What follows belongs to an exercise in optimizing a design on an open flow for small area; a production flow would make more cautious choices. In this exercise RTL edits were held to simulation tests only and were not proved equivalent to the original. Power figures rest on the tool's default switching activity, not on a simulated workload.

$ cat flow/config.mk
export PLATFORM = sky130hd
export DESIGN_NAME = hpm_event_counters
export DESIGN_NICKNAME = hpm_event_counters
export VERILOG_FILES = /design/flow/design.v
export SDC_FILE = /design/flow/constraint.sdc
export NUM_CORES = 4
export LEC_CHECK = 0
export ABC_AREA = 1
export CAP_MARGIN = 20
export CORE_MARGIN = 2
export CORE_UTILIZATION = 30
export PLACE_DENSITY = 0.45
export SLEW_MARGIN = 20
$ cat flow/standard.sh
#!/bin/bash
# synth_recipe.tcl (not shown) runs the flow's synth.tcl, then flattens the netlist and writes it again
# the make line also repeats each setting of config.mk as NAME=value (left out here)
make -C /OpenROAD-flow-scripts/flow DESIGN_CONFIG=/design/flow/config.mk WORK_HOME=/design/flow/orfs CLKGATE_MAP_FILE= SYNTH_SCRIPT=/design/flow/synth_recipe.tcl "${@:-finish}"
$ cat flow/flow/run.sh
#!/bin/bash
# Own layout flow: the standard ORFS flow (standard.sh), with these changes.
#  1. Synthesis is the standard flow's synthesis script (synth_recipe.tcl, with ORFS's
#     synth.tcl) except that:
#     - Yosys's extract_fa step is skipped;
#     - the final ABC mapping uses flow/area.abc, an area-oriented script;
#     - the counter bit cells and read bit cells (modules hpm_cbit_even,
#       hpm_cbit_odd, hpm_rbit_even and hpm_rbit_odd, which hold no
#       registers) are kept as modules through synthesis and then replaced
#       by the hand-mapped netlists of the same functions in flow/cells.v,
#       before the design is flattened as synth_recipe.tcl does.
#     Registers are mapped before ABC and untouched by these steps, so their
#     names and cell types are those of the standard synthesis.
#  2. Port buffers are the smallest buffer cell (buffer_ports -buffer_cell).
#  3. Clock tree synthesis uses clkbuf_16, sink clusters of up to 24 (60 um across) and no
#     dummy loads.
# Every tool's output goes to a log file in the work folder (flow_make.log,
# and ORFS's own per-step logs under orfs/logs).
set -euo pipefail
WORK=$PWD
FD=$WORK/flow
export MY_ABC_SCRIPT=$FD/area.abc
CELL_MODS="hpm_cbit_even hpm_cbit_odd hpm_rbit_even hpm_rbit_odd"

# ORFS's synth.tcl with extract_fa skipped and the ABC script replaced.
python3 - "$FLOW_HOME/scripts/synth.tcl" "$WORK/my_synth.tcl" <<'PY'
import sys
s = open(sys.argv[1]).read()
for old, new in [
    ("  log_cmd abc {*}$abc_args\n",
     "  log_cmd abc -script $::env(MY_ABC_SCRIPT) {*}[lrange $abc_args 2 end]\n"),
    ("  extract_fa {*}[dont_use_extract_fa_args]\n", ""),
]:
    assert s.count(old) == 1, "synth.tcl: line not found: " + old
    s = s.replace(old, new)
open(sys.argv[2], "w").write(s)
PY
# The standard flow's synthesis wrapper, sourcing the modified synth.tcl and then
# swapping in the hand-mapped bit cells.
python3 - "$WORK/synth_recipe.tcl" "$WORK/my_synth_recipe.tcl" "$WORK/my_synth.tcl" "$FD/cells.v" "$CELL_MODS" <<'PY'
import sys
s = open(sys.argv[1]).read()
old = "source $::env(SCRIPTS_DIR)/synth.tcl\n"
assert s.count(old) == 1, "synth_recipe.tcl source line not found"
new = "source %s\n" % sys.argv[3]
for m in sys.argv[5].split():
    new += "delete %s\n" % m
new += "read_verilog %s\n" % sys.argv[4]
open(sys.argv[2], "w").write(s.replace(old, new))
PY

bash standard.sh SYNTH_SCRIPT="$WORK/my_synth_recipe.tcl" \
  SYNTH_KEEP_MODULES="$CELL_MODS" \
  BUFFER_PORTS_ARGS="-buffer_cell sky130_fd_sc_hd__buf_1" \
  CTS_ARGS="-sink_clustering_enable -repair_clock_nets -buf_list sky130_fd_sc_hd__clkbuf_16 -sink_clustering_size 24 -sink_clustering_max_diameter 60 -dont_use_dummy_load" \
  "${MY_TARGET:-finish}" > "$WORK/flow_make.log" 2>&1
[ -n "${MY_TARGET:-}" ] || test -f "$WORK/out/final.def"
$ cat flow/design.v
package drac_pkg;
  localparam logic [11:0] HPM_COUNTER_BASE    = 12'hB03;
  localparam logic [11:0] HPM_COUNTER_RO_BASE = 12'hC03;
  localparam logic [11:0] HPM_EVENT_BASE      = 12'h323;
  localparam logic [11:0] HPM_INHIBIT_ADDR    = 12'h320;
  typedef logic [7:0] hpm_event_sel_t;
endpackage
module hpm_cbit_even (
  input  logic q,
  input  logic c,
  input  logic nwe,     
  input  logic nd,      
  input  logic nkeep,   
  output logic d_o,     
  output logic nco      
);
  logic t, ns;
  assign t   = ~(q & c);
  assign ns  = ~((q | c) & t);                 
  assign d_o = ~((nwe | nd) & (nkeep | ns));   
  assign nco = t;
endmodule
module hpm_cbit_odd (
  input  logic qn,
  input  logic nc,
  input  logic we,
  input  logic d,
  input  logic keep,
  output logic d_o,     
  output logic co       
);
  logic u, s;
  assign u   = ~(qn | nc);                     
  assign s   = ~((qn & nc) | u);               
  assign d_o = ~((we & d) | (keep & s));       
  assign co  = u;
endmodule
module hpm_counter_slice (
  input  logic        clk_i,
  input  logic        live_i,
  input  logic [63:0] ev_i,
  input  logic        inh_d_i,
  input  logic        cnt_we_i,
  input  logic        evt_we_i,
  input  logic [63:0] wdata_i,
  input  logic [63:0] wdata_n_i,    
  output logic [63:0] st_o,         
  output logic [7:0]  sel_o,
  output logic        of_o
);
  localparam logic [63:0] INV = {32{2'b10}};
  logic [63:0] st_q, st_d, cnt_q;
  logic [7:0]  sel_q, sel_d;
  logic        of_q, of_d;
  logic [1:0]  ln_q, ln_d;
  logic [64:1] cc;           
  logic        c32, c64;
  logic        keep, nkeep, nwe;
  assign cnt_q = st_q ^ INV;
  assign sel_d = evt_we_i ? wdata_i[7:0] : (live_i ? sel_q : 8'd0);
  logic [3:0] dlo;
  logic [7:0] dhi;
  logic [7:0] g0, g1;
  for (genvar m = 0; m < 4; m++) begin : g_dlo
    assign dlo[m] = (sel_d[1:0] == 2'(m));
  end
  for (genvar j = 0; j < 8; j++) begin : g_grp
    assign dhi[j] = (sel_d[4:2] == 3'(j)) & (sel_d[7:5] == 3'd0) & ~inh_d_i;
    if (j == 0) begin : g_first
      assign g0[j] = |(dlo[3:1] & {ev_i[6], ev_i[4], ev_i[2]});
      assign g1[j] = |(dlo[3:1] & {ev_i[7], ev_i[5], ev_i[3]});
    end else begin : g_rest
      assign g0[j] = |(dlo & {ev_i[8*j+6], ev_i[8*j+4], ev_i[8*j+2], ev_i[8*j]});
      assign g1[j] = |(dlo & {ev_i[8*j+7], ev_i[8*j+5], ev_i[8*j+3], ev_i[8*j+1]});
    end
  end
  assign ln_d = {|(dhi & g1), |(dhi & g0)};
  assign keep  = live_i & ~cnt_we_i;
  assign nkeep = ~keep;
  assign nwe   = ~cnt_we_i;
  logic s0;
  assign s0      = cnt_q[0] ^ ln_q[0] ^ ln_q[1];
  assign st_d[0] = (cnt_we_i & wdata_i[0]) | (keep & s0);
  assign cc[1]   = ~((cnt_q[0] & ln_q[0]) | (cnt_q[0] & ln_q[1]) | (ln_q[0] & ln_q[1]));
  assign c32     = ~cc[1] & (&cnt_q[31:1]);
  for (genvar k = 1; k < 64; k++) begin : g_bit
    if (k % 2 == 1) begin : g_odd
      hpm_cbit_odd u_bit (
        .qn(st_q[k]), .nc(cc[k]), .we(cnt_we_i), .d(wdata_i[k]), .keep(keep),
        .d_o(st_d[k]), .co(cc[k+1]));
    end else begin : g_even
      hpm_cbit_even u_bit (
        .q(st_q[k]), .c(k == 32 ? c32 : cc[k]), .nwe(nwe), .nd(wdata_n_i[k]), .nkeep(nkeep),
        .d_o(st_d[k]), .nco(cc[k+1]));
    end
  end
  assign c64 = cc[64];
  assign of_d = evt_we_i ? wdata_i[63] : (live_i & (of_q | (c64 & ~cnt_we_i)));
  always_ff @(posedge clk_i) begin
    st_q  <= st_d;
    sel_q <= sel_d;
    of_q  <= of_d;
    ln_q  <= ln_d;
  end
  assign st_o  = st_q;
  assign sel_o = sel_q;
  assign of_o  = of_q;
endmodule
module hpm_event_counters
#(
  parameter int NUM_COUNTERS = 8,
  parameter int NUM_EVENTS   = 32,
  parameter int NUM_LANES    = 2,
  parameter int CNT_WIDTH    = 64
) (
  input  logic                            clk_i,
  input  logic                            rstn_i,
  input  logic [11:0]                     addr_i,
  input  logic                            we_i,
  input  logic [63:0]                     data_i,
  output logic [63:0]                     data_o,
  input  logic [NUM_EVENTS*NUM_LANES-1:0] events_i,
  output logic                            ovf_irq_o
);
  logic       live_q;
  logic [7:0] inh_q, inh_d;
  logic [7:0] cnt_we, evt_we, rd_cnt, rd_evt, of;
  logic       inh_we, rd_inh;
  logic [63:0] st [8];
  logic [7:0]  sel [8];
  always_ff @(posedge clk_i or negedge rstn_i) begin
    if (!rstn_i) live_q <= 1'b0;
    else         live_q <= 1'b1;
  end
  always_ff @(posedge clk_i) inh_q <= inh_d;
  always_comb begin
    for (int i = 0; i < 8; i++) begin
      cnt_we[i] = we_i & (addr_i == drac_pkg::HPM_COUNTER_BASE + 12'(i));
      evt_we[i] = we_i & (addr_i == drac_pkg::HPM_EVENT_BASE + 12'(i));
      rd_cnt[i] = live_q & ((addr_i == drac_pkg::HPM_COUNTER_BASE + 12'(i)) |
                            (addr_i == drac_pkg::HPM_COUNTER_RO_BASE + 12'(i)));
      rd_evt[i] = live_q & (addr_i == drac_pkg::HPM_EVENT_BASE + 12'(i));
    end
    inh_we = we_i & (addr_i == drac_pkg::HPM_INHIBIT_ADDR);
    rd_inh = live_q & (addr_i == drac_pkg::HPM_INHIBIT_ADDR);
  end
  assign inh_d = inh_we ? data_i[10:3] : (live_q ? inh_q : 8'd0);
  logic [63:0] rd_cntbits, rd_rest;
  logic [7:0]  nrd_cnt;
  assign nrd_cnt = ~rd_cnt;
  for (genvar k = 0; k < 64; k++) begin : g_rd
    logic [7:0] col;
    for (genvar i = 0; i < 8; i++) begin : g_col
      assign col[i] = st[i][k];
    end
    if (k % 2 == 0) begin : g_even
      logic [2:0] ny;
      hpm_rbit_even u_rb (.rd(rd_cnt), .q(col), .ny(ny));
      assign rd_cntbits[k] = ~&ny;
    end else begin : g_odd
      logic [3:0] z;
      hpm_rbit_odd u_rb (.nrd(nrd_cnt), .qn(col), .z(z));
      assign rd_cntbits[k] = |z;
    end
  end
  always_comb begin
    rd_rest = {53'b0, {8{rd_inh}} & inh_q, 3'b000};
    for (int i = 0; i < 8; i++)
      rd_rest = rd_rest | ({64{rd_evt[i]}} & {of[i], 55'b0, sel[i]});
  end
  assign data_o = rd_cntbits | rd_rest;
  for (genvar g = 0; g < NUM_COUNTERS; g++) begin : g_slice
    hpm_counter_slice u_slice (
      .clk_i   (clk_i),
      .live_i  (live_q),
      .ev_i    (events_i),
      .inh_d_i (inh_d[g]),
      .cnt_we_i(cnt_we[g]),
      .evt_we_i(evt_we[g]),
      .wdata_i (data_i),
      .wdata_n_i(~data_i),
      .st_o    (st[g]),
      .sel_o   (sel[g]),
      .of_o    (of[g])
    );
  end
  assign ovf_irq_o = live_q & (|of);
endmodule
module hpm_rbit_even (input logic [7:0] rd, input logic [7:0] q, output logic [2:0] ny);
  assign ny[0] = ~|(rd[2:0] & q[2:0]);
  assign ny[1] = ~|(rd[5:3] & q[5:3]);
  assign ny[2] = ~|(rd[7:6] & q[7:6]);
endmodule
module hpm_rbit_odd (input logic [7:0] nrd, input logic [7:0] qn, output logic [3:0] z);
  for (genvar p = 0; p < 4; p++) begin : g_pair
    assign z[p] = |(~nrd[2*p +: 2] & ~qn[2*p +: 2]);
  end
endmodule
$ cat flow/flow/cells.v
// Hand-mapped counter bit cells; the same functions as hpm_cbit_even and
// hpm_cbit_odd in rtl/hpm_counter_slice.sv.
module hpm_cbit_even (input q, input c, input nwe, input nd, input nkeep, output d_o, output nco);
  wire t, ns;
  sky130_fd_sc_hd__nand2_1  u_t  (.A(q), .B(c), .Y(t));
  sky130_fd_sc_hd__o21ai_0  u_ns (.A1(q), .A2(c), .B1(t), .Y(ns));
  sky130_fd_sc_hd__o22ai_1  u_d  (.A1(nwe), .A2(nd), .B1(nkeep), .B2(ns), .Y(d_o));
  assign nco = t;
endmodule

module hpm_cbit_odd (input qn, input nc, input we, input d, input keep, output d_o, output co);
  wire u, s;
  sky130_fd_sc_hd__nor2_1   u_u  (.A(qn), .B(nc), .Y(u));
  sky130_fd_sc_hd__a21oi_1  u_s  (.A1(qn), .A2(nc), .B1(u), .Y(s));
  sky130_fd_sc_hd__a22oi_1  u_d  (.A1(we), .A2(d), .B1(keep), .B2(s), .Y(d_o));
  assign co = u;
endmodule

module hpm_rbit_even (input [7:0] rd, input [7:0] q, output [2:0] ny);
  sky130_fd_sc_hd__a222oi_1 u_1 (.A1(rd[0]), .A2(q[0]), .B1(rd[1]), .B2(q[1]), .C1(rd[2]), .C2(q[2]), .Y(ny[0]));
  sky130_fd_sc_hd__a222oi_1 u_2 (.A1(rd[3]), .A2(q[3]), .B1(rd[4]), .B2(q[4]), .C1(rd[5]), .C2(q[5]), .Y(ny[1]));
  sky130_fd_sc_hd__a22oi_1  u_3 (.A1(rd[6]), .A2(q[6]), .B1(rd[7]), .B2(q[7]), .Y(ny[2]));
endmodule

module hpm_rbit_odd (input [7:0] nrd, input [7:0] qn, output [3:0] z);
  sky130_fd_sc_hd__o22ai_1 u_1 (.A1(nrd[0]), .A2(qn[0]), .B1(nrd[1]), .B2(qn[1]), .Y(z[0]));
  sky130_fd_sc_hd__o22ai_1 u_2 (.A1(nrd[2]), .A2(qn[2]), .B1(nrd[3]), .B2(qn[3]), .Y(z[1]));
  sky130_fd_sc_hd__o22ai_1 u_3 (.A1(nrd[4]), .A2(qn[4]), .B1(nrd[5]), .B2(qn[5]), .Y(z[2]));
  sky130_fd_sc_hd__o22ai_1 u_4 (.A1(nrd[6]), .A2(qn[6]), .B1(nrd[7]), .B2(qn[7]), .Y(z[3]));
endmodule
$ cat flow/constraint.sdc
create_clock -name core_clock -period 6.2 [get_ports {clk_i}]
set_input_delay 1.2400 -clock core_clock [delete_from_list [all_inputs] [get_ports {clk_i}]]
set_output_delay 1.2400 -clock core_clock [all_outputs]
set_load 0.01 [all_outputs]
$ cat flow/flow/area.abc
strash; dc2; &get -n; &st; &dch -f; &nf -a -R 1000; &put; strash; &get -n; &st; &dch -f; &nf -a -R 1000; &put
==> results of run 1 <==
state kept, by name, indices dropped and copies added (netlist names):
| register | count |
|---|---|
| g_slice.u_slice.sel_q | 64 |
| inh_q | 8 |
| g_slice.u_slice.of_q | 8 |
| g_slice.u_slice.ln_q | 16 |
| g_slice.u_slice.st_q | 512 |
| live_q | 1 |
worst max-delay path: cells and delay by family, from the launching register on:
kind / cells / cell delay (ns)
AOI/OAI and AO/OA: 2 / 0.28
DFF: 1 / 0.36
and+or+nand+nor: 35 / 4.77
buffers and inverters: 2 / 0.33
placed cells by master, fill, tap and decap left out, types with 12 or more instances in the layout:
cell type,n
sky130_fd_sc_hd__nand2_1,346
sky130_fd_sc_hd__nor2b_1,19
sky130_fd_sc_hd__nand4_1,34
sky130_fd_sc_hd__nand3_1,88
sky130_fd_sc_hd__nor2_1,160
sky130_fd_sc_hd__a221oi_1,26
sky130_fd_sc_hd__nor2_2,116
sky130_fd_sc_hd__a21oi_1,361
sky130_fd_sc_hd__nor2_4,38
sky130_fd_sc_hd__nand3_2,12
sky130_fd_sc_hd__buf_1,205
sky130_fd_sc_hd__dfxtp_1,603
sky130_fd_sc_hd__o21ai_0,263
sky130_fd_sc_hd__a222oi_1,160
sky130_fd_sc_hd__inv_2,24
sky130_fd_sc_hd__clkbuf_16,61
sky130_fd_sc_hd__or4_1,36
sky130_fd_sc_hd__nand2_2,64
sky130_fd_sc_hd__nor3_1,24
sky130_fd_sc_hd__a22oi_1,353
sky130_fd_sc_hd__clkinv_1,62
sky130_fd_sc_hd__o22ai_1,397
sky130_fd_sc_hd__nor4_1,59
sky130_fd_sc_hd__a21o_1,16
sky130_fd_sc_hd__a22o_1,68
sky130_fd_sc_hd__buf_4,440
power by group through the flow:
stage                     sequential [uW]  clock [uW]  combinational, uW
after detailed placement             4010           0                364
after global placement               4010           0                365
after CTS                            3920        3330                364
after global routing                 3920        3470                386
final                                3920        3270                380
after floorplan                      4000           0                111
through the flow:
| step | std cells | utilization [%] |
|---|---|---|
| final | 5372 | 38.9 |
| after global routing | 5372 | 38.9 |
| after CTS | 5357 | 38.1 |
| after detailed placement | 5296 | 36.3 |
| after global placement | 5296 | 36.3 |
| after floorplan | 3408 | - |
routing by layer:
layer  global-route usage (%)  vias to the layer above  part of all wire [%]
li1                         -                    15200                     -
met1                     40.1                    16000                    41
met2                     51.6                     1730                    47
met3                     3.89                      371                   8.2
met4                     12.0                        4                   4.3
met5                        0                        -                 0.020
final timing paths:
path / from / to / slack [ns] / depth (start not counted)
setup reg to reg: g_slice[2].u_slice.st_q[16] / g_slice[2].u_slice.of_q / 0.33 / 39
hold / removal: rstn_i / live_q / 0.40 / 1
setup / recovery: g_slice[2].u_slice.st_q[16] / g_slice[2].u_slice.of_q / 0.33 / 39
min in group core_clock: inh_q[4] / inh_q[4] / 0.50 / 2
max in group asynchronous: rstn_i / live_q / 5.69 / 1
hold reg to reg: inh_q[4] / inh_q[4] / 0.50 / 2
cell type report:
type / count / area, sq um
Fill cell: 9678 / 56900
Inverter: 86 / 323
Sequential cell: 609 / 12200
Antenna cell: 1 / 2.50
Timing Repair Buffer: 648 / 4130
Tap cell: 1254 / 1570
Clock buffer: 61 / 1530
Multi-Input combinational cell: 2713 / 16500
timing repair:
| action | CTS | global route |
|---|---|---|
| pin swaps | 4 | 61 |
| gates resized for setup | 41 | 224 |
| setup buffers | 0 | 14 |
| setup endpoints to repair | 23 | 69 |
| gates cloned | 0 | 0 |
==> impl_table.tex, run 1 <==
\begin{tabular}{lr}
\hline
Metric & Value \\
\hline
\multicolumn{2}{l}{\textbf{Timing}} \\
\quad Final cycle utilization of the critical path & 94.6\% \\
\quad Max Freq & 170 MHz \\
\quad Final-report max-slew violation count & 0 \\
\quad Period minus WS final & 5.87 ns \\
\quad Count of final hold-check violations & 0 \\
\quad Total Neg Setup Slack & 0 ns \\
\quad Setup slack after layout & 0.332 ns \\
\quad Final Skew & 0.0985 ns \\
\quad Count of endpoints failing setup in the final report & 0 \\
\quad Max transition margin & 14.6\% \\
\quad Hold Worst Slack & 0.398 ns \\
\quad Slew at the pin closest to its max-slew limit & 1.28 ns \\
\multicolumn{2}{l}{\textbf{Routing}} \\
\quad 1st-pass router iterations & 11 \\
\quad Count of nets left with antenna violations after detail routing & 0 \\
\quad Drt first-iter violations & 4214 \\
\quad Detailed-route wire length per cell & 28.7 microns \\
\quad DRC violations left & 0 \\
\quad Vias per cell & 6.20 \\
\quad Total wire length & 154000 microns \\
\quad Via count & 33300 \\
\multicolumn{2}{l}{\textbf{Clocking}} \\
\quad Source-to-sink clock delay at the later pin of the worst-skew pair & 0.69 ns \\
\quad Number of buffers inserted during clock tree synthesis & 61 \\
\quad Clock tree from TritonCTS & yes \\
\quad Maximum root-to-sink buffer count & 3 \\
\quad Root buffer cell & sky130\_fd\_sc\_hd\_\_clkbuf\_16 \\
\quad Sinks on the clock net & 609 \\
\quad Clock-pin slew on the worst setup and hold paths & 0.06 ns \\
\quad \# hold bufs at CTS & 0 \\
\quad Clock H-tree levels & 2 \\
\multicolumn{2}{l}{\textbf{Place}} \\
\quad Port buffer count & 205 \\
\quad Instance area at placement & 33900 sq um \\
\quad Half-perimeter wire length after detailed placement & 107000 microns \\
\quad Minimum setup slack after placement & -0.377 ns \\
\quad Final GP Congestion & 0.940 \\
\multicolumn{2}{l}{\textbf{Yosys}} \\
\quad Post-Syn Area & 28200 sq um \\
\quad Mean post-synth cell area & 8.26 sq um \\
\quad Number of instances in the synthesized netlist & 3408 \\
\quad Post-synthesis net count & 3551 \\
\quad Count of synthesis-stage warnings from yosys & 4 \\
\multicolumn{2}{l}{\textbf{Setup path}} \\
\quad Kind of start point of the critical path & flip-flop \\
\quad Slowest cell on the critical path & sky130\_fd\_sc\_hd\_\_or4\_1 \\
\quad Critical Path End Type & flip-flop \\
\quad Required time at the worst-slack endpoint & 6.77 ns \\
\quad Crit path largest cell delay & 0.54 ns \\
\quad Crit path top cell by count & sky130\_fd\_sc\_hd\_\_nor2\_2 \\
\quad Data arrival time at the worst-slack endpoint & 6.44 ns \\
\quad Critical Path Fanout Max & 3 \\
\quad Worst setup path category & flip-flop to flip-flop \\
\multicolumn{2}{l}{\textbf{Global routing}} \\
\quad Largest net degree at the start of global routing & 36 \\
\quad Total Routing Usage GR & 30.8\% \\
\quad Wire length of the first global-routing pass & 216000 microns \\
\quad Total global routing overflow & 0 \\
\quad Number of antenna violations at the first check in global routing & 3 \\
\quad Number of global-route vias before repair & 31000 \\
\multicolumn{2}{l}{\textbf{Pwr}} \\
\quad Portion of total power attributed to the clock network & 43.2\% \\
\quad Switching portion of total power & 24.9\% \\
\quad Power after layout & 7570 uW \\
\quad Switching power summed over all nets & 1890 uW \\
\quad Comb power frac & 5.0\% \\
\quad Largest voltage drop on the vdd net & 232 uV \\
\quad PwrDens & 209 nW/um\^{}2 \\
\quad Leak pwr & 0.0122 uW \\
\quad Portion of total power attributed to sequential cells & 51.7\% \\
\quad Internal power & 5690 uW \\
\multicolumn{2}{l}{\textbf{Cells and area}} \\
\quad Layout overhead on the synthesized area & 28.8\% \\
\quad Layout cells sized above 1 & 18.9\% \\
\quad Final standard cell area without fillers & 36300 sq um \\
\quad Count of nets after finishing & 4262 \\
\multicolumn{2}{l}{\textbf{Floorplanning}} \\
\quad Area of the core & 93200 sq um \\
\quad Total Die Area & 96300 sq um \\
\quad I/O pin count & 208 \\
\quad Die width & 310 microns \\
\quad Row cnt & 112 \\
\quad Starting density of the core & 30.2\% \\
\quad Die boundary height & 310 microns \\
\multicolumn{2}{l}{\textbf{Run status}} \\
\quad Status & no timing/DRC/antenna violations \\
\multicolumn{2}{l}{\textbf{Job}} \\
\quad Maxcap violations & 0 \\
\multicolumn{2}{l}{\textbf{Min path}} \\
\quad Type of the worst min-delay path & primary input to asynchronous set/reset pin \\
\hline
\end{tabular}
==> run 2: changes to the inputs <==
--- a/flow/config.mk
+++ b/flow/config.mk
@@ -9,5 +9,4 @@
 export CAP_MARGIN = 20
 export CORE_MARGIN = 2
-export CORE_UTILIZATION = 30
-export PLACE_DENSITY = 0.45
+export CORE_UTILIZATION = 40
 export SLEW_MARGIN = 20
==> impl_table.tex, run 2 <==
\begin{tabular}{lr}
\hline
Metric & Value \\
\hline
\multicolumn{2}{l}{\textbf{Clocking}} \\
\quad Source-to-sink clock delay at the later pin of the worst-skew pair & 0.63 ns (was 0.69 ns) \\
\quad Clock-pin slew on the worst setup and hold paths & 0.04 ns (was 0.06 ns) \\
\quad \# hold bufs at CTS & 0 (unchanged) \\
\quad Sinks on the clock net & 609 (unchanged) \\
\quad Root buffer cell & sky130\_fd\_sc\_hd\_\_clkbuf\_16 (unchanged) \\
\quad Clock H-tree levels & 2 (unchanged) \\
\quad Clock tree from TritonCTS & yes (unchanged) \\
\quad Maximum root-to-sink buffer count & 3 (unchanged) \\
\quad Number of buffers inserted during clock tree synthesis & 47 (was 61) \\
\multicolumn{2}{l}{\textbf{Timing}} \\
\quad Final Skew & 0.0736 ns (was 0.0985 ns) \\
\quad Final cycle utilization of the critical path & 94.9\% (was 94.6\%) \\
\quad Period minus WS final & 5.88 ns (was 5.87 ns) \\
\quad Max transition margin & 15.5\% (was 14.6\%) \\
\quad Final-report max-slew violation count & 0 (unchanged) \\
\quad Unrepaired setup endpoints after global routing & true \\
\quad Setup slack after layout & 0.317 ns (was 0.332 ns) \\
\quad Slew at the pin closest to its max-slew limit & 1.26 ns (was 1.28 ns) \\
\quad Count of endpoints failing setup in the final report & 0 (unchanged) \\
\quad Count of final hold-check violations & 0 (unchanged) \\
\quad Max Freq & 170 MHz (about the same) \\
\multicolumn{2}{l}{\textbf{Place}} \\
\quad Port buffer count & 205 (unchanged) \\
\quad Half-perimeter wire length after detailed placement & 90900 microns (was 107000 microns) \\
\quad Final GP Congestion & 1.00 (was 0.940) \\
\quad Minimum setup slack after placement & -0.228 ns (was -0.377 ns) \\
\multicolumn{2}{l}{\textbf{Setup path}} \\
\quad Data arrival time at the worst-slack endpoint & 4.64 ns (was 6.44 ns) \\
\quad Critical path cell sequence & buf\_1 > nand2b\_1 > nor2\_1 > nand3\_2 > clkinv\_1 > buf\_4 > a222oi\_1 > and3\_1 > o21ai\_0 > buf\_1 \\
\quad Critical Path Fanout Max & 20 (was 3) \\
\quad Crit path top cell by count & sky130\_fd\_sc\_hd\_\_buf\_1 (was sky130\_fd\_sc\_hd\_\_nor2\_2) \\
\quad Reg-to-Reg Start & g\_slice[3].u\_slice.st\_q[16] (was g\_slice[2].u\_slice.st\_q[16]) \\
\quad Critical Path End Type & output pin (was flip-flop) \\
\quad Kind of start point of the critical path & primary input (was flip-flop) \\
\quad Critical path launch point & addr\_i[2] (was g\_slice[2].u\_slice.st\_q[16]) \\
\quad Crit path largest cell delay & 0.58 ns (was 0.54 ns) \\
\quad Gate family responsible for the most delay along the worst path & simple AND/OR/NAND/NOR gates (unchanged) \\
\quad Worst setup path category & primary input to output pin (was flip-flop to flip-flop) \\
\quad Total buffers and inverters traversed by the critical path & 4 (was 2) \\
\quad Slowest cell on the critical path & sky130\_fd\_sc\_hd\_\_nand3\_2 (was sky130\_fd\_sc\_hd\_\_or4\_1) \\
\quad Required time at the worst-slack endpoint & 4.96 ns (was 6.77 ns) \\
\multicolumn{2}{l}{\textbf{Yosys}} \\
\quad Number of instances in the synthesized netlist & 3408 (unchanged) \\
\quad Count of synthesis-stage warnings from yosys & 4 (unchanged) \\
\quad Mean post-synth cell area & 8.26 sq um (unchanged) \\
\quad Post-synthesis net count & 3551 (unchanged) \\
\quad Post-Syn Area & 28200 sq um (unchanged) \\
\multicolumn{2}{l}{\textbf{Run status}} \\
\quad Status & no timing/DRC/antenna violations (unchanged) \\
\multicolumn{2}{l}{\textbf{Pwr}} \\
\quad Leak pwr & 0.0112 uW (was 0.0122 uW) \\
\quad Internal power & 5310 uW (was 5690 uW) \\
\quad Power after layout & 7060 uW (was 7570 uW) \\
\quad Comb power frac & 5.4\% (was 5.0\%) \\
\quad PwrDens & 207 nW/um\^{}2 (was 209 nW/um\^{}2) \\
\quad Portion of total power attributed to the clock network & 39.2\% (was 43.2\%) \\
\quad Largest voltage drop on the vdd net & 196 uV (was 232 uV) \\
\quad Switching portion of total power & 24.8\% (was 24.9\%) \\
\quad Portion of total power attributed to sequential cells & 55.4\% (was 51.7\%) \\
\quad Switching power summed over all nets & 1750 uW (was 1890 uW) \\
\multicolumn{2}{l}{\textbf{Floorplanning}} \\
\quad Die width & 269 microns (was 310 microns) \\
\quad I/O pin count & 208 (unchanged) \\
\quad Row cnt & 97 (was 112) \\
\quad Area of the core & 69900 sq um (was 93200 sq um) \\
\quad Die boundary height & 269 microns (was 310 microns) \\
\quad Total Die Area & 72500 sq um (was 96300 sq um) \\
\quad Starting density of the core & 40.3\% (was 30.2\%) \\
\multicolumn{2}{l}{\textbf{Cells and area}} \\
\quad Final core area utilization & 48.9\% (was 38.9\%) \\
\quad Largest registers ranked by flip-flop count & g\_slice.u\_slice.st\_q: 512 flops, g\_slice.u\_slice.sel\_q: 64 flops, g\_slice.u\_slice.ln\_q: 16 flops (unchanged) \\
\quad Diodes inserted & 0 (was 1) \\
\quad Top register by number of flip-flops & g\_slice.u\_slice.st\_q (unchanged) \\
\quad Most common cell after layout, fill and taps aside & sky130\_fd\_sc\_hd\_\_dfxtp\_1 (unchanged) \\
\quad Count of nets after finishing & 4070 (was 4262) \\
\quad Layout overhead on the synthesized area & 21.4\% (was 28.8\%) \\
\quad Layout cells sized above 1 & 15.0\% (was 18.9\%) \\
\quad Number of flip-flops under the largest register name & 512 (unchanged) \\
\quad Highest-count cells in the layout ignoring fill and taps & sky130\_fd\_sc\_hd\_\_dfxtp\_1, sky130\_fd\_sc\_hd\_\_o22ai\_1, sky130\_fd\_sc\_hd\_\_a21oi\_1 (was sky130\_fd\_sc\_hd\_\_dfxtp\_1, sky130\_fd\_sc\_hd\_\_buf\_4, sky130\_fd\_sc\_hd\_\_o22ai\_1) \\
\multicolumn{2}{l}{\textbf{Routing}} \\
\quad Vias per cell & 6.84 (was 6.20) \\
\quad Detailed-route wire length per cell & 28.5 microns (was 28.7 microns) \\
\quad 1st-pass router iterations & 17 (was 11) \\
\quad DRC violations left & 0 (unchanged) \\
\quad Count of nets left with antenna violations after detail routing & 0 (unchanged) \\
\quad Total wire length & 139000 microns (was 154000 microns) \\
\quad Drt first-iter violations & 5863 (was 4214) \\
\quad Via count & 33300 (about the same) \\
\multicolumn{2}{l}{\textbf{Global routing}} \\
\quad Number of global-route vias before repair & 30100 (was 31000) \\
\quad Wire length of the first global-routing pass & 196000 microns (was 216000 microns) \\
\quad Total global routing overflow & 0 (unchanged) \\
\quad Largest net degree at the start of global routing & 34 (was 36) \\
\quad Number of antenna violations at the first check in global routing & 0 (was 3) \\
\quad Total Routing Usage GR & 35.8\% (was 30.8\%) \\
\multicolumn{2}{l}{\textbf{Job}} \\
\quad Maxcap violations & 0 (unchanged) \\
\multicolumn{2}{l}{\textbf{Min path}} \\
\quad Type of the worst min-delay path & primary input to asynchronous set/reset pin (unchanged) \\
\hline
\end{tabular}
[run 2: worst reg2reg max path: cells and delay by family (launching register included)]
kind,cells,cell delay [ns]
and+or+nand+nor,35,4.92
AOI/OAI and AO/OA,2,0.28
buffers and inverters,1,0.14
DFF,1,0.37
[run 2: path summary, 6_finish.rpt]
kind                                                end  slack (ns)  cells past startpoint
worst min register to register                 inh_q[0]        0.49                      2
max in group asynchronous                        live_q        5.68                      1
worst min-delay path                             live_q        0.42                      1
min in group core_clock                        inh_q[0]        0.49                      2
worst max register to register  g_slice[3].u_slice.of_q        0.36                     38
worst max-delay path                         data_o[10]        0.32                     10
[run 2: cell type report]
| type | instances | area (sq um) |
|---|---|---|
| multi-input combinational | 2713 | 16500 |
| timing repair buffer | 470 | 2770 |
| tap | 940 | 1180 |
| fill | 7021 | 35700 |
| sequential | 609 | 12200 |
| clock buffer | 47 | 1180 |
| inverter | 86 | 323 |
[run 2: per-stage QoR]
| stage | instances | hold WS (ns) | TNS (ns) | cell area [sq um] |
|---|---|---|---|---|
| after detailed placement | 4801 | 0.478 | -1.69 | 32100 |
| after CTS | 4848 | 0.409 | 0 | 33300 |
| after floorplan | 3408 | 0.455 | 0 | 28200 |
| after global routing | 4865 | 0.420 | -0.292 | 34200 |
| after global placement | 4801 | 0.477 | -0.491 | 32100 |
| final | 4865 | 0.423 | 0 | 34200 |
[run 2: metal layers]
metal / global-route usage [%] / part of all wire (%) / vias to the layer above
met2: 54.1 / 43 / 2464
li1: - / - / 14800
met5: 0 / 0 / -
met4: 18.4 / 5.9 / 0
met3: 8.22 / 13 / 533
met1: 47.7 / 39 / 15500
[run 2: what timing repair did]
action | 4_1_cts | 5_1_grt
setup buffers | 0 | 17
setup endpoints to repair | 22 | 78
pin swaps | 3 | 70
resized for setup | 31 | 244
[run 2: power by group through the flow]
stage	Clock [uW]	Sequential, uW	Combinational [uW]
2_1_floorplan	0	4000	111
3_3_place_gp	0	4000	355
3_5_place_dp	0	4000	353
4_1_cts	2780	3910	353
5_1_grt	2920	3910	379
6_report	2770	3910	380
==> run 3: changes to the inputs <==
--- a/flow/design.v
+++ b/flow/design.v
@@ -55,5 +55,5 @@
   logic [1:0]  ln_q, ln_d;
   logic [64:1] cc;           
-  logic        c32, c64;
+  logic        c16, c32, c48, c64;
   logic        keep, nkeep, nwe;
   assign cnt_q = st_q ^ INV;
@@ -83,5 +83,7 @@
   assign st_d[0] = (cnt_we_i & wdata_i[0]) | (keep & s0);
   assign cc[1]   = ~((cnt_q[0] & ln_q[0]) | (cnt_q[0] & ln_q[1]) | (ln_q[0] & ln_q[1]));
-  assign c32     = ~cc[1] & (&cnt_q[31:1]);
+  assign c16     = ~cc[1] & (&cnt_q[15:1]);
+  assign c32     = c16 & (&cnt_q[31:16]);
+  assign c48     = c32 & (&cnt_q[47:32]);
   for (genvar k = 1; k < 64; k++) begin : g_bit
     if (k % 2 == 1) begin : g_odd
@@ -91,5 +93,5 @@
     end else begin : g_even
       hpm_cbit_even u_bit (
-        .q(st_q[k]), .c(k == 32 ? c32 : cc[k]), .nwe(nwe), .nd(wdata_n_i[k]), .nkeep(nkeep),
+        .q(st_q[k]), .c(k == 16 ? c16 : k == 32 ? c32 : k == 48 ? c48 : cc[k]), .nwe(nwe), .nd(wdata_n_i[k]), .nkeep(nkeep),
         .d_o(st_d[k]), .nco(cc[k+1]));
     end
--- a/flow/flow/run.sh
+++ b/flow/flow/run.sh
@@ -13,5 +13,5 @@
 #     names and cell types are those of the standard synthesis.
 #  2. Port buffers are the smallest buffer cell (buffer_ports -buffer_cell).
-#  3. Clock tree synthesis uses clkbuf_16, sink clusters of up to 24 (60 um across) and no
+#  3. Clock tree synthesis uses clkbuf_4, sink clusters of up to 12 (35 um across) and no
 #     dummy loads.
 # Every tool's output goes to a log file in the work folder (flow_make.log,
@@ -53,5 +53,5 @@
   SYNTH_KEEP_MODULES="$CELL_MODS" \
   BUFFER_PORTS_ARGS="-buffer_cell sky130_fd_sc_hd__buf_1" \
-  CTS_ARGS="-sink_clustering_enable -repair_clock_nets -buf_list sky130_fd_sc_hd__clkbuf_16 -sink_clustering_size 24 -sink_clustering_max_diameter 60 -dont_use_dummy_load" \
+  CTS_ARGS="-sink_clustering_enable -repair_clock_nets -buf_list sky130_fd_sc_hd__clkbuf_4 -sink_clustering_size 12 -sink_clustering_max_diameter 35 -dont_use_dummy_load" \
   "${MY_TARGET:-finish}" > "$WORK/flow_make.log" 2>&1
 [ -n "${MY_TARGET:-}" ] || test -f "$WORK/out/final.def"
--- a/flow/config.mk
+++ b/flow/config.mk
@@ -9,4 +9,6 @@
 export CAP_MARGIN = 20
 export CORE_MARGIN = 2
-export CORE_UTILIZATION = 40
+export CORE_UTILIZATION = 35
+export GPL_TIMING_DRIVEN = 0
+export PLACE_DENSITY = 0.5
 export SLEW_MARGIN = 20
==> impl_table.tex, run 3 <==
\begin{tabular}{lr}
\hline
Metric & Value \\
\hline
\multicolumn{2}{l}{\textbf{Setup path}} \\
\quad Slowest cell on the critical path & sky130\_fd\_sc\_hd\_\_a222oi\_1 (was sky130\_fd\_sc\_hd\_\_nand3\_2) \\
\quad Critical Path Fanout Max & 32 (was 20) \\
\quad Critical Path End Type & output pin (unchanged) \\
\quad Required time at the worst-slack endpoint & 4.96 ns (about the same) \\
\quad Critical path cell sequence & o21a\_1 > nand2\_2 > clkinv\_2 > a222oi\_1 > nand3\_1 > a221oi\_1 > nand3\_1 > buf\_1 (was buf\_1 > nand2b\_1 > nor2\_1 > nand3\_2 > clkinv\_1 > buf\_4 > a222oi\_1 > and3\_1 > o21ai\_0 > buf\_1) \\
\quad Kind of start point of the critical path & flip-flop (was primary input) \\
\quad Total buffers and inverters traversed by the critical path & 2 (was 4) \\
\quad Data arrival time at the worst-slack endpoint & 4.85 ns (was 4.64 ns) \\
\quad Crit path top cell by count & sky130\_fd\_sc\_hd\_\_nand3\_1 (was sky130\_fd\_sc\_hd\_\_buf\_1) \\
\quad Crit path largest cell delay & 0.69 ns (was 0.58 ns) \\
\quad Worst setup path category & flip-flop to output pin (was primary input to output pin) \\
\quad Register-to-register path setup slack & 0.30 ns (was 0.36 ns) \\
\quad Gate family responsible for the most delay along the worst path & compound AO/OA/AOI/OAI gates (was simple AND/OR/NAND/NOR gates) \\
\multicolumn{2}{l}{\textbf{Cells and area}} \\
\quad Count of nets after finishing & 3975 (was 4070) \\
\quad Highest-count cells in the layout ignoring fill and taps & sky130\_fd\_sc\_hd\_\_dfxtp\_1, sky130\_fd\_sc\_hd\_\_o22ai\_1, sky130\_fd\_sc\_hd\_\_nand2\_1 (was sky130\_fd\_sc\_hd\_\_dfxtp\_1, sky130\_fd\_sc\_hd\_\_o22ai\_1, sky130\_fd\_sc\_hd\_\_a21oi\_1) \\
\quad Layout overhead on the synthesized area & 13.8\% (was 21.4\%) \\
\quad Largest registers ranked by flip-flop count & g\_slice.u\_slice.st\_q: 512 flops, g\_slice.u\_slice.sel\_q: 64 flops, g\_slice.u\_slice.ln\_q: 16 flops (unchanged) \\
\quad Top register by number of flip-flops & g\_slice.u\_slice.st\_q (unchanged) \\
\quad Final cell count without fillers & 4895 (was 4865) \\
\quad Layout cells sized above 1 & 5.93\% (was 15.0\%) \\
\quad Number of flip-flops under the largest register name & 512 (unchanged) \\
\quad Most common cell after layout, fill and taps aside & sky130\_fd\_sc\_hd\_\_dfxtp\_1 (unchanged) \\
\multicolumn{2}{l}{\textbf{Timing}} \\
\quad Final Skew & 0.116 ns (was 0.0736 ns) \\
\quad Period minus WS final & 6.09 ns (was 5.88 ns) \\
\quad Hold Worst Slack & 0.497 ns (was 0.423 ns) \\
\quad Setup slack after layout & 0.112 ns (was 0.317 ns) \\
\quad Count of endpoints failing setup in the final report & 0 (unchanged) \\
\quad Max Freq & 164 MHz (was 170 MHz) \\
\quad Slew at the pin closest to its max-slew limit & 1.20 ns (was 1.26 ns) \\
\quad Count of final hold-check violations & 0 (unchanged) \\
\quad Unrepaired setup endpoints after global routing & false (was true) \\
\quad Final-report max-slew violation count & 0 (unchanged) \\
\quad Max transition margin & 19.6\% (was 15.5\%) \\
\quad Final cycle utilization of the critical path & 98.2\% (was 94.9\%) \\
\multicolumn{2}{l}{\textbf{Floorplanning}} \\
\quad Die boundary height & 289 microns (was 269 microns) \\
\quad Row cnt & 104 (was 97) \\
\quad I/O pin count & 208 (unchanged) \\
\quad Total Die Area & 83700 sq um (was 72500 sq um) \\
\quad Area of the core & 80500 sq um (was 69900 sq um) \\
\quad Starting density of the core & 35.4\% (was 40.3\%) \\
\quad Die width & 289 microns (was 269 microns) \\
\multicolumn{2}{l}{\textbf{Pwr}} \\
\quad Switching power summed over all nets & 1830 uW (was 1750 uW) \\
\quad Comb power frac & 5.8\% (was 5.4\%) \\
\quad Leak pwr & 0.0101 uW (was 0.0112 uW) \\
\quad Switching portion of total power & 26.9\% (was 24.8\%) \\
\quad Internal power & 4950 uW (was 5310 uW) \\
\quad Portion of total power attributed to sequential cells & 57.8\% (was 55.4\%) \\
\quad PwrDens & 209 nW/um\^{}2 (was 207 nW/um\^{}2) \\
\quad Portion of total power attributed to the clock network & 36.4\% (was 39.2\%) \\
\quad Largest voltage drop on the vdd net & 142 uV (was 196 uV) \\
\multicolumn{2}{l}{\textbf{Clocking}} \\
\quad Clock tree from TritonCTS & yes (unchanged) \\
\quad Root buffer cell & sky130\_fd\_sc\_hd\_\_clkbuf\_4 (was sky130\_fd\_sc\_hd\_\_clkbuf\_16) \\
\quad Sinks on the clock net & 609 (unchanged) \\
\quad Number of buffers inserted during clock tree synthesis & 130 (was 47) \\
\quad Source-to-sink clock delay at the later pin of the worst-skew pair & 1.00 ns (was 0.63 ns) \\
\quad Clock-pin slew on the worst setup and hold paths & 0.09 ns (was 0.04 ns) \\
\quad Clock H-tree levels & 4 (was 2) \\
\quad Maximum root-to-sink buffer count & 3 (unchanged) \\
\quad Setup repair bufs after CTS & 0 (unchanged) \\
\multicolumn{2}{l}{\textbf{Global routing}} \\
\quad Wire length of the first global-routing pass & 198000 microns (was 196000 microns) \\
\quad Number of global-route vias before repair & 30300 (was 30100) \\
\quad Largest net degree at the start of global routing & 36 (was 34) \\
\quad Number of antenna violations at the first check in global routing & 4 (was 0) \\
\quad Total Routing Usage GR & 31.8\% (was 35.8\%) \\
\quad Total global routing overflow & 0 (unchanged) \\
\multicolumn{2}{l}{\textbf{Routing}} \\
\quad Drt first-iter violations & 4091 (was 5863) \\
\quad Vias per cell & 6.50 (was 6.84) \\
\quad DRC violations left & 0 (unchanged) \\
\quad Detailed-route wire length per cell & 28.0 microns (was 28.5 microns) \\
\quad Count of nets left with antenna violations after detail routing & 0 (unchanged) \\
\quad Total wire length & 137000 microns (was 139000 microns) \\
\quad 1st-pass router iterations & 10 (was 17) \\
\quad Via count & 31800 (was 33300) \\
\multicolumn{2}{l}{\textbf{Place}} \\
\quad Final GP Congestion & 0.972 (was 1.00) \\
\quad Half-perimeter wire length after detailed placement & 94700 microns (was 90900 microns) \\
\quad Minimum setup slack after placement & 0.0698 ns (was -0.228 ns) \\
\quad Port buffer count & 205 (unchanged) \\
\quad Number of placed instances, taps included & 4757 (was 4801) \\
\multicolumn{2}{l}{\textbf{Yosys}} \\
\quad Count of synthesis-stage warnings from yosys & 4 (unchanged) \\
\quad Number of instances in the synthesized netlist & 3462 (was 3408) \\
\quad Mean post-synth cell area & 8.23 sq um (was 8.26 sq um) \\
\quad Post-synthesis net count & 3605 (was 3551) \\
\quad Post-Syn Area & 28500 sq um (was 28200 sq um) \\
\multicolumn{2}{l}{\textbf{Min path}} \\
\quad Type of the worst min-delay path & flip-flop to flip-flop (was primary input to asynchronous set/reset pin) \\
\multicolumn{2}{l}{\textbf{Job}} \\
\quad Maxcap violations & 0 (unchanged) \\
\multicolumn{2}{l}{\textbf{Run status}} \\
\quad Status & no timing/DRC/antenna violations (unchanged) \\
\hline
\end{tabular}
==> run 3: metal layers <==
layer / vias up / wire length (microns) / track usage, %
li1: 14800 / - / -
met1: 14900 / 55700 / 40.3
met2: 1665 / 63600 / 52.3
met3: 408 / 11500 / 5.64
met4: 0 / 6420 / 15.4
met5: - / 0 / 0
==> run 3: area by class of cell <==
class / instances / area, sq um
antenna: 5 / 12.5
multi-input combinational: 2757 / 16100
timing repair buffer: 238 / 1420
sequential: 609 / 12200
inverter: 96 / 404
clock buffer: 130 / 976
fill: 8401 / 48100
tap: 1060 / 1330
==> run 3: tightest hold or removal path, stage by stage (launching register included) <==
cell and delay (ns):
sky130_fd_sc_hd__dfxtp_1 0.31, sky130_fd_sc_hd__nand2_1 0.07, sky130_fd_sc_hd__a21oi_1 0.08
==> run 3: per-stage QoR <==
stage | util, % | total power (uW) | instance area [sq um] | setup TNS [ns]
after floorplan | - | 4120 | 28500 | 0
after global placement | 38.0 | 4370 | 30600 | -487.04
after detailed placement | 38.9 | 4380 | 31300 | 0
after CTS | 40.1 | 6820 | 32300 | 0
after global routing | 40.2 | 7000 | 32400 | 0
final | 40.2 | 6780 | 32400 | 0
==> run 3: final timing paths <==
kind / from / to / depth (start not counted)
worst min register to register: inh_q[0] / inh_q[0] / 2
worst max register to register: g_slice[1].u_slice.st_q[9] / g_slice[1].u_slice.of_q / 23
worst min-delay path: inh_q[0] / inh_q[0] / 2
max in group asynchronous: rstn_i / live_q / 2
min in group asynchronous: rstn_i / live_q / 2
worst max-delay path: live_q / data_o[2] / 8
==> run 3: power groups by stage <==
stage | sequential (uW) | clock [uW] | combinational [uW]
2_1_floorplan | 4000 | 0 | 122
3_3_place_gp | 4000 | 0 | 362
3_5_place_dp | 4010 | 0 | 376
4_1_cts | 3920 | 2530 | 377
5_1_grt | 3920 | 2690 | 399
6_report | 3920 | 2470 | 392
==> run 3: what timing repair did <==
item,CTS,global route
gates resized for setup,3,5
hold buffers,1,0
setup endpoints to repair,2,10
endpoints found under the hold margin,1,0
==> run 4: changes to the inputs <==
--- a/flow/config.mk
+++ b/flow/config.mk
@@ -7,8 +7,8 @@
 export LEC_CHECK = 0
 export ABC_AREA = 1
-export CAP_MARGIN = 20
+export CAP_MARGIN = 5
 export CORE_MARGIN = 2
 export CORE_UTILIZATION = 35
 export GPL_TIMING_DRIVEN = 0
 export PLACE_DENSITY = 0.5
-export SLEW_MARGIN = 20
+export SLEW_MARGIN = 5
==> impl_table.tex, run 4 <==
\begin{tabular}{lr}
\hline
Metric & Value \\
\hline
\multicolumn{2}{l}{\textbf{Setup path}} \\
\quad Required time at the worst-slack endpoint & 4.96 ns (about the same) \\
\quad Data arrival time at the worst-slack endpoint & 4.64 ns (was 4.85 ns) \\
\quad Critical Path Fanout Max & 32 (unchanged) \\
\quad Crit path largest cell delay & 0.57 ns (was 0.69 ns) \\
\quad Critical Path End Type & output pin (unchanged) \\
\quad Critical path cell sequence & buf\_1 > nand2\_1 > nor2\_1 > and2\_0 > o21a\_1 > nand2\_2 > buf\_16 > clkinv\_4 > a222oi\_1 > nand3\_1 > a221oi\_1 > nand3\_1 > buf\_1 (was o21a\_1 > nand2\_2 > clkinv\_2 > a222oi\_1 > nand3\_1 > a221oi\_1 > nand3\_1 > buf\_1) \\
\quad Kind of start point of the critical path & primary input (was flip-flop) \\
\quad Critical path launch point & addr\_i[9] (was live\_q) \\
\quad Reg-to-Reg Start & g\_slice[1].u\_slice.st\_q[9] (unchanged) \\
\quad Worst setup path category & primary input to output pin (was flip-flop to output pin) \\
\quad Slowest cell on the critical path & sky130\_fd\_sc\_hd\_\_a222oi\_1 (unchanged) \\
\multicolumn{2}{l}{\textbf{Clocking}} \\
\quad Maximum root-to-sink buffer count & 3 (unchanged) \\
\quad Clock-pin slew on the worst setup and hold paths & 0.05 ns (was 0.09 ns) \\
\quad Root buffer cell & sky130\_fd\_sc\_hd\_\_clkbuf\_4 (unchanged) \\
\quad Clock tree from TritonCTS & yes (unchanged) \\
\quad Sinks on the clock net & 609 (unchanged) \\
\quad Source-to-sink clock delay at the later pin of the worst-skew pair & 1.01 ns (was 1.00 ns) \\
\quad Number of buffers inserted during clock tree synthesis & 130 (unchanged) \\
\quad Clock H-tree levels & 4 (unchanged) \\
\multicolumn{2}{l}{\textbf{Pwr}} \\
\quad Portion of total power attributed to sequential cells & 58.0\% (was 57.8\%) \\
\quad Comb power frac & 5.8\% (about the same) \\
\quad Internal power & 4950 uW (about the same) \\
\quad Largest voltage drop on the vdd net & 147 uV (was 142 uV) \\
\quad Switching power summed over all nets & 1810 uW (was 1830 uW) \\
\quad PwrDens & 210 nW/um\^{}2 (was 209 nW/um\^{}2) \\
\quad Power after layout & 6760 uW (was 6780 uW) \\
\quad Leak pwr & 0.0101 uW (about the same) \\
\quad Portion of total power attributed to the clock network & 36.3\% (was 36.4\%) \\
\quad Switching portion of total power & 26.8\% (was 26.9\%) \\
\multicolumn{2}{l}{\textbf{Timing}} \\
\quad Period minus WS final & 5.88 ns (was 6.09 ns) \\
\quad Final-report max-slew violation count & 0 (unchanged) \\
\quad Max Freq & 170 MHz (was 164 MHz) \\
\quad Final Skew & 0.136 ns (was 0.116 ns) \\
\quad Final cycle utilization of the critical path & 94.9\% (was 98.2\%) \\
\quad Max transition margin & 14.0\% (was 19.6\%) \\
\quad Slew at the pin closest to its max-slew limit & 1.29 ns (was 1.20 ns) \\
\quad Count of endpoints failing setup in the final report & 0 (unchanged) \\
\quad Unrepaired setup endpoints after global routing & false (unchanged) \\
\quad Count of final hold-check violations & 0 (unchanged) \\
\multicolumn{2}{l}{\textbf{Place}} \\
\quad Final GP Congestion & 0.972 (unchanged) \\
\quad Half-perimeter wire length after detailed placement & 94000 microns (was 94700 microns) \\
\quad Instance area at placement & 31200 sq um (was 31300 sq um) \\
\quad Number of placed instances, taps included & 4751 (was 4757) \\
\quad Port buffer count & 205 (unchanged) \\
\multicolumn{2}{l}{\textbf{Routing}} \\
\quad Vias per cell & 6.52 (was 6.50) \\
\quad DRC violations left & 0 (unchanged) \\
\quad Detailed-route wire length per cell & 28.0 microns (about the same) \\
\quad Met3 layer wire length in the routed design & 11500 microns (about the same) \\
\quad Total wire length & 137000 microns (about the same) \\
\quad Via count & 31900 (was 31800) \\
\quad Drt first-iter violations & 3673 (was 4091) \\
\quad Count of nets left with antenna violations after detail routing & 0 (unchanged) \\
\quad WL met1 & 55300 microns (was 55700 microns) \\
\quad Top metal layer carrying routed signals & met5 (was met4) \\
\quad 1st-pass router iterations & 10 (unchanged) \\
\quad Sum of met2 wire segment lengths after detailed routing & 63100 microns (was 63600 microns) \\
\multicolumn{2}{l}{\textbf{Cells and area}} \\
\quad Area of all sequential standard cells & 12200 sq um (unchanged) \\
\quad Layout cells sized above 1 & 5.44\% (was 5.93\%) \\
\quad Top register by number of flip-flops & g\_slice.u\_slice.st\_q (unchanged) \\
\quad Final standard cell area without fillers & 32200 sq um (was 32400 sq um) \\
\quad Most common cell after layout, fill and taps aside & sky130\_fd\_sc\_hd\_\_dfxtp\_1 (unchanged) \\
\quad Highest-count cells in the layout ignoring fill and taps & sky130\_fd\_sc\_hd\_\_dfxtp\_1, sky130\_fd\_sc\_hd\_\_o22ai\_1, sky130\_fd\_sc\_hd\_\_nand2\_1 (unchanged) \\
\quad Layout overhead on the synthesized area & 13.1\% (was 13.8\%) \\
\quad Multi-input gate area & 16000 sq um (was 16100 sq um) \\
\quad Final cell count without fillers & 4887 (was 4895) \\
\quad Final-layout fill cell count & 8411 (was 8401) \\
\quad Final core area utilization & 40.0\% (was 40.2\%) \\
\quad Largest registers ranked by flip-flop count & g\_slice.u\_slice.st\_q: 512 flops, g\_slice.u\_slice.sel\_q: 64 flops, g\_slice.u\_slice.ln\_q: 16 flops (unchanged) \\
\quad Count of nets after finishing & 3966 (was 3975) \\
\quad Number of flip-flops under the largest register name & 512 (unchanged) \\
\multicolumn{2}{l}{\textbf{Global routing}} \\
\quad Largest net degree at the start of global routing & 33 (was 36) \\
\quad Number of antenna violations at the first check in global routing & 7 (was 4) \\
\quad Total Routing Usage GR & 31.8\% (about the same) \\
\quad Wire length of the first global-routing pass & 198000 microns (about the same) \\
\quad Total global routing overflow & 0 (unchanged) \\
\quad Number of global-route vias before repair & 30400 (was 30300) \\
\multicolumn{2}{l}{\textbf{Floorplanning}} \\
\quad Die width & 289 microns (unchanged) \\
\quad I/O pin count & 208 (unchanged) \\
\quad Area of the core & 80500 sq um (unchanged) \\
\quad Die boundary height & 289 microns (unchanged) \\
\quad Total Die Area & 83700 sq um (unchanged) \\
\quad Row cnt & 104 (unchanged) \\
\quad Starting density of the core & 35.4\% (unchanged) \\
\multicolumn{2}{l}{\textbf{Yosys}} \\
\quad Mean post-synth cell area & 8.23 sq um (unchanged) \\
\quad Post-Syn Area & 28500 sq um (unchanged) \\
\quad Number of instances in the synthesized netlist & 3462 (unchanged) \\
\quad Post-synthesis net count & 3605 (unchanged) \\
\quad Count of synthesis-stage warnings from yosys & 4 (unchanged) \\
\multicolumn{2}{l}{\textbf{Run status}} \\
\quad Status & no timing/DRC/antenna violations (unchanged) \\
\multicolumn{2}{l}{\textbf{Job}} \\
\quad Maxcap violations & 0 (unchanged) \\
\multicolumn{2}{l}{\textbf{Min path}} \\
\quad Type of the worst min-delay path & primary input to asynchronous set/reset pin (was flip-flop to flip-flop) \\
\hline
\end{tabular}
run 4: power by group through the flow:
stage	sequential [uW]	clock (uW)	combinational, uW
floorplan	4000	0	122
global placement	4000	0	362
detailed placement	4000	0	374
CTS	3920	2520	375
global route	3920	2690	398
finish	3920	2450	389
run 4: stage by stage:
stage               TNS [ns]  setup WS (ns)  hold slack, ns
detailed placement         0         0.0543           0.477
finish                     0          0.319           0.118
CTS                        0         0.0320         0.00117
global route               0         0.0902          0.0437
floorplan                  0          0.992           0.454
global placement     -487.04          -2.18           0.476
run 4: layout make-up:
cell class | instances | area share [%]
clock buffer | 130 | 3.03
sequential | 609 | 37.9
tap | 1060 | 4.12
antenna | 6 | 0.0466
timing repair buffer | 229 | 3.95
inverter | 96 | 1.29
multi-input combinational | 2757 | 49.7
run 4: layer usage:
metal	vias up	global-route usage (%)
li1	14800	-
met1	14900	40.0
met2	1728	51.7
met3	441	5.98
met4	2	17.0
met5	-	0
run 4: worst paths after layout:
| check | endpoint | slack, ns | depth (start not counted) |
|---|---|---|---|
| max | data_o[2] | 0.32 | 13 |
| max in group asynchronous | live_q | 5.97 | 1 |
| min in group core_clock | inh_q[0] | 0.49 | 2 |
| max reg2reg | g_slice[1].u_slice.st_q[63] | 0.39 | 23 |
| min reg2reg | inh_q[0] | 0.49 | 2 |
| min | live_q | 0.12 | 1 |
run 4: repair_timing:
item,4_1_cts,5_1_grt
pin swaps,0,0
hold buffers,0,0
gates resized for setup,6,9
setup endpoints to repair,5,13
buffers inserted,0,0
run 4: worst max-delay path: cells and delay by family:
kind                   cells  cell delay, ns
AOI/OAI and AO/OA          3            1.38
and+or+nand+nor            6            1.15
buffers and inverters      4            0.85
==> run 5: changes to the inputs <==
--- a/flow/flow/run.sh
+++ b/flow/flow/run.sh
@@ -13,5 +13,5 @@
 #     names and cell types are those of the standard synthesis.
 #  2. Port buffers are the smallest buffer cell (buffer_ports -buffer_cell).
-#  3. Clock tree synthesis uses clkbuf_4, sink clusters of up to 12 (35 um across) and no
+#  3. Clock tree synthesis uses clkbuf_4, sink clusters of up to 10 (40 um across) and no
 #     dummy loads.
 # Every tool's output goes to a log file in the work folder (flow_make.log,
@@ -53,5 +53,5 @@
   SYNTH_KEEP_MODULES="$CELL_MODS" \
   BUFFER_PORTS_ARGS="-buffer_cell sky130_fd_sc_hd__buf_1" \
-  CTS_ARGS="-sink_clustering_enable -repair_clock_nets -buf_list sky130_fd_sc_hd__clkbuf_4 -sink_clustering_size 12 -sink_clustering_max_diameter 35 -dont_use_dummy_load" \
+  CTS_ARGS="-sink_clustering_enable -repair_clock_nets -buf_list sky130_fd_sc_hd__clkbuf_4 -sink_clustering_size 10 -sink_clustering_max_diameter 40 -dont_use_dummy_load" \
   "${MY_TARGET:-finish}" > "$WORK/flow_make.log" 2>&1
 [ -n "${MY_TARGET:-}" ] || test -f "$WORK/out/final.def"
--- a/flow/config.mk
+++ b/flow/config.mk
@@ -7,8 +7,8 @@
 export LEC_CHECK = 0
 export ABC_AREA = 1
-export CAP_MARGIN = 5
+export CAP_MARGIN = 20
 export CORE_MARGIN = 2
 export CORE_UTILIZATION = 35
 export GPL_TIMING_DRIVEN = 0
 export PLACE_DENSITY = 0.5
-export SLEW_MARGIN = 5
+export SLEW_MARGIN = 20
==> impl_table.tex, run 5 <==
\begin{tabular}{lr}
\hline
Metric & Value \\
\hline
\multicolumn{2}{l}{\textbf{Routing}} \\
\quad 1st-pass router iterations & 9 (was 10) \\
\quad DRC violations left & 0 (unchanged) \\
\quad Via count & 31800 (was 31900) \\
\quad Total wire length & 137000 microns (about the same) \\
\quad Vias per cell & 6.53 (was 6.52) \\
\quad Drt first-iter violations & 3823 (was 3673) \\
\quad Count of nets left with antenna violations after detail routing & 0 (unchanged) \\
\quad Detailed-route wire length per cell & 28.1 microns (was 28.0 microns) \\
\multicolumn{2}{l}{\textbf{Timing}} \\
\quad Final Skew & 0.128 ns (was 0.136 ns) \\
\quad Final-report max-slew violation count & 0 (unchanged) \\
\quad Count of final hold-check violations & 0 (unchanged) \\
\quad Period minus WS final & 6.10 ns (was 5.88 ns) \\
\quad Max transition margin & 20.4\% (was 14.0\%) \\
\quad Count of endpoints failing setup in the final report & 0 (unchanged) \\
\quad Setup slack after layout & 0.104 ns (was 0.319 ns) \\
\quad Slew at the pin closest to its max-slew limit & 1.19 ns (was 1.29 ns) \\
\quad Final cycle utilization of the critical path & 98.3\% (was 94.9\%) \\
\quad Unrepaired setup endpoints after global routing & false (unchanged) \\
\quad Max Freq & 164 MHz (was 170 MHz) \\
\multicolumn{2}{l}{\textbf{Setup path}} \\
\quad Required time at the worst-slack endpoint & 4.96 ns (about the same) \\
\quad Register-to-register path setup slack & 0.31 ns (was 0.39 ns) \\
\quad Kind of start point of the critical path & flip-flop (was primary input) \\
\quad Worst setup path category & flip-flop to output pin (was primary input to output pin) \\
\quad Critical Path End Type & output pin (unchanged) \\
\quad Critical Path Fanout Max & 32 (unchanged) \\
\quad Data arrival time at the worst-slack endpoint & 4.86 ns (was 4.64 ns) \\
\quad FF-to-FF path depth & 23 (unchanged) \\
\multicolumn{2}{l}{\textbf{Clocking}} \\
\quad Source-to-sink clock delay at the later pin of the worst-skew pair & 0.96 ns (was 1.01 ns) \\
\quad Clock tree from TritonCTS & yes (unchanged) \\
\quad Setup repair bufs after CTS & 0 (unchanged) \\
\quad Sinks on the clock net & 609 (unchanged) \\
\quad Maximum root-to-sink buffer count & 3 (unchanged) \\
\quad Number of buffers inserted during clock tree synthesis & 106 (was 130) \\
\quad Clock H-tree levels & 3 (was 4) \\
\quad Root buffer cell & sky130\_fd\_sc\_hd\_\_clkbuf\_4 (unchanged) \\
\quad \# hold bufs at CTS & 0 (unchanged) \\
\quad Clock-pin slew on the worst setup and hold paths & 0.06 ns (was 0.05 ns) \\
\multicolumn{2}{l}{\textbf{Pwr}} \\
\quad PwrDens & 203 nW/um\^{}2 (was 210 nW/um\^{}2) \\
\quad Largest voltage drop on the vdd net & 114 uV (was 147 uV) \\
\quad Leak pwr & 0.0100 uW (was 0.0101 uW) \\
\multicolumn{2}{l}{\textbf{Floorplanning}} \\
\quad Row cnt & 104 (unchanged) \\
\quad Die boundary height & 289 microns (unchanged) \\
\quad Area of the core & 80500 sq um (unchanged) \\
\quad Starting density of the core & 35.4\% (unchanged) \\
\quad Die width & 289 microns (unchanged) \\
\quad I/O pin count & 208 (unchanged) \\
\quad Total Die Area & 83700 sq um (unchanged) \\
\multicolumn{2}{l}{\textbf{Cells and area}} \\
\quad Final-layout fill cell count & 8418 (was 8411) \\
\quad Largest registers ranked by flip-flop count & g\_slice.u\_slice.st\_q: 512 flops, g\_slice.u\_slice.sel\_q: 64 flops, g\_slice.u\_slice.ln\_q: 16 flops (unchanged) \\
\quad Layout overhead on the synthesized area & 13.1\% (about the same) \\
\quad Highest-count cells in the layout ignoring fill and taps & sky130\_fd\_sc\_hd\_\_dfxtp\_1, sky130\_fd\_sc\_hd\_\_o22ai\_1, sky130\_fd\_sc\_hd\_\_nand2\_1 (unchanged) \\
\quad Final standard cell area without fillers & 32200 sq um (about the same) \\
\quad Top register by number of flip-flops & g\_slice.u\_slice.st\_q (unchanged) \\
\quad Number of flip-flops under the largest register name & 512 (unchanged) \\
\quad Most common cell after layout, fill and taps aside & sky130\_fd\_sc\_hd\_\_dfxtp\_1 (unchanged) \\
\quad Count of nets after finishing & 3949 (was 3966) \\
\quad Layout cells sized above 1 & 5.36\% (was 5.44\%) \\
\multicolumn{2}{l}{\textbf{Global routing}} \\
\quad Number of global-route vias before repair & 30100 (was 30400) \\
\quad Wire length of the first global-routing pass & 198000 microns (about the same) \\
\quad Total Routing Usage GR & 31.7\% (was 31.8\%) \\
\quad Largest net degree at the start of global routing & 36 (was 33) \\
\quad Total global routing overflow & 0 (unchanged) \\
\quad Number of antenna violations at the first check in global routing & 4 (was 7) \\
\multicolumn{2}{l}{\textbf{Yosys}} \\
\quad Post-synthesis net count & 3605 (unchanged) \\
\quad Post-Syn Area & 28500 sq um (unchanged) \\
\quad Number of instances in the synthesized netlist & 3462 (unchanged) \\
\quad Mean post-synth cell area & 8.23 sq um (unchanged) \\
\quad Count of synthesis-stage warnings from yosys & 4 (unchanged) \\
\multicolumn{2}{l}{\textbf{Place}} \\
\quad Final GP Congestion & 0.972 (unchanged) \\
\quad Instance area at placement & 31300 sq um (was 31200 sq um) \\
\quad Port buffer count & 205 (unchanged) \\
\quad Half-perimeter wire length after detailed placement & 94700 microns (was 94000 microns) \\
\quad Minimum setup slack after placement & 0.0698 ns (was 0.0543 ns) \\
\multicolumn{2}{l}{\textbf{Min path}} \\
\quad Type of the worst min-delay path & primary input to asynchronous set/reset pin (unchanged) \\
\multicolumn{2}{l}{\textbf{Job}} \\
\quad Maxcap violations & 0 (unchanged) \\
\multicolumn{2}{l}{\textbf{Run status}} \\
\quad Status & no timing/DRC/antenna violations (unchanged) \\
\hline
\end{tabular}
run 5: worst max-delay path, cell delays in order (launching register included):
cell and delay (ns):
sky130_fd_sc_hd__dfrtp_2 0.66, sky130_fd_sc_hd__o21a_1 0.41, sky130_fd_sc_hd__nand2_2 0.39, sky130_fd_sc_hd__clkinv_2 0.69, sky130_fd_sc_hd__a222oi_1 0.72, sky130_fd_sc_hd__nand3_1 0.20
sky130_fd_sc_hd__a221oi_1 0.47, sky130_fd_sc_hd__nand3_1 0.21, sky130_fd_sc_hd__buf_1 0.17
run 5: area by class of cell:
cell class                 instances  area [sq um]  area share, %
sequential                       609         12200           37.9
timing repair buffer             236          1400           4.34
multi-input combinational       2757         16100           49.9
tap                             1060          1330           4.12
clock buffer                     106           796           2.47
antenna                            4          10.0         0.0311
inverter                          96           398           1.24
run 5: power breakdown:
part	internal, uW	switching [uW]	leakage (uW)	total, uW
logic	80.6	311	0.00462	391
clock network	775	1450	0.000488	2230
registers	3910	4.78	0.00492	3910
total	4770	1770	0.0100	6530
run 5: stage by stage:
stage          util [%]  hold WS, ns  total power [uW]  std cells  TNS [ns]
2_1_floorplan         -        0.454              4120       3462         0
3_3_place_gp       38.0        0.476              4370       4727   -487.04
3_5_place_dp       38.9        0.476              4380       4757         0
4_1_cts            39.9       0.0491              6570       4863         0
5_1_grt            40.0       0.0669              6750       4868         0
6_report           40.0        0.107              6530       4868         0
run 5: metal layers:
metal	global-route usage (%)	up-vias	part of all wire, %
met5	0	-	0
met4	14.3	0	4.8
met3	5.19	413	7.9
met2	52.6	1655	47
met1	40.3	15000	41
li1	-	14700	-
run 5: final timing paths:
check	end	from
worst min-delay path	live_q	rstn_i
worst min register to register	inh_q[0]	inh_q[0]
max in group asynchronous	live_q	rstn_i
worst max-delay path	data_o[2]	live_q
worst max register to register	g_slice[1].u_slice.of_q	g_slice[1].u_slice.st_q[9]
min in group core_clock	inh_q[0]	inh_q[0]
run 5: what timing repair did:
item	4_1_cts	5_1_grt
endpoints found under the setup margin	1	12
gates resized for setup	1	8
gates cloned	0	0
pin swaps	0	0

-- separate check: timing with driven ports --
The flow's constraints put no driver on any port. The routed layouts listed below were extracted and timed again, unchanged, in two steps. Step 1 assumes that a clkbuf_16 drives the clock port and a buf_2 every other input. Step 2, shift: input delay + t, output delay - t, t = (earliest + latest rising clock arrival at the registers) / 2. This alone moves slack from input paths to output paths. Three values: ideal, step 1, step 2; two values: the first two.
run | t (ns) | setup WS [ns] | latest minus earliest clock arrival (ns)
run 1 | 0.707 | 0.332 / 0.332 / 0.332 | 0.108 / 0.109
run 2 | 0.659 | 0.317 / 0.259 / 0.259 | 0.090 / 0.091
run 3 | 1.014 | 0.112 / 0.038 / 0.186 | 0.139 / 0.138
run 4 | 1.012 | 0.319 / 0.291 / 0.299 | 0.135 / 0.136
run 5 | 0.960 | 0.104 / 0.030 / 0.101 | 0.142 / 0.141
After both steps every run listed still meets setup and hold. The setup slack of run 2, which loses most, moves by -0.058 ns with the drivers and by -0.058 ns with both steps.
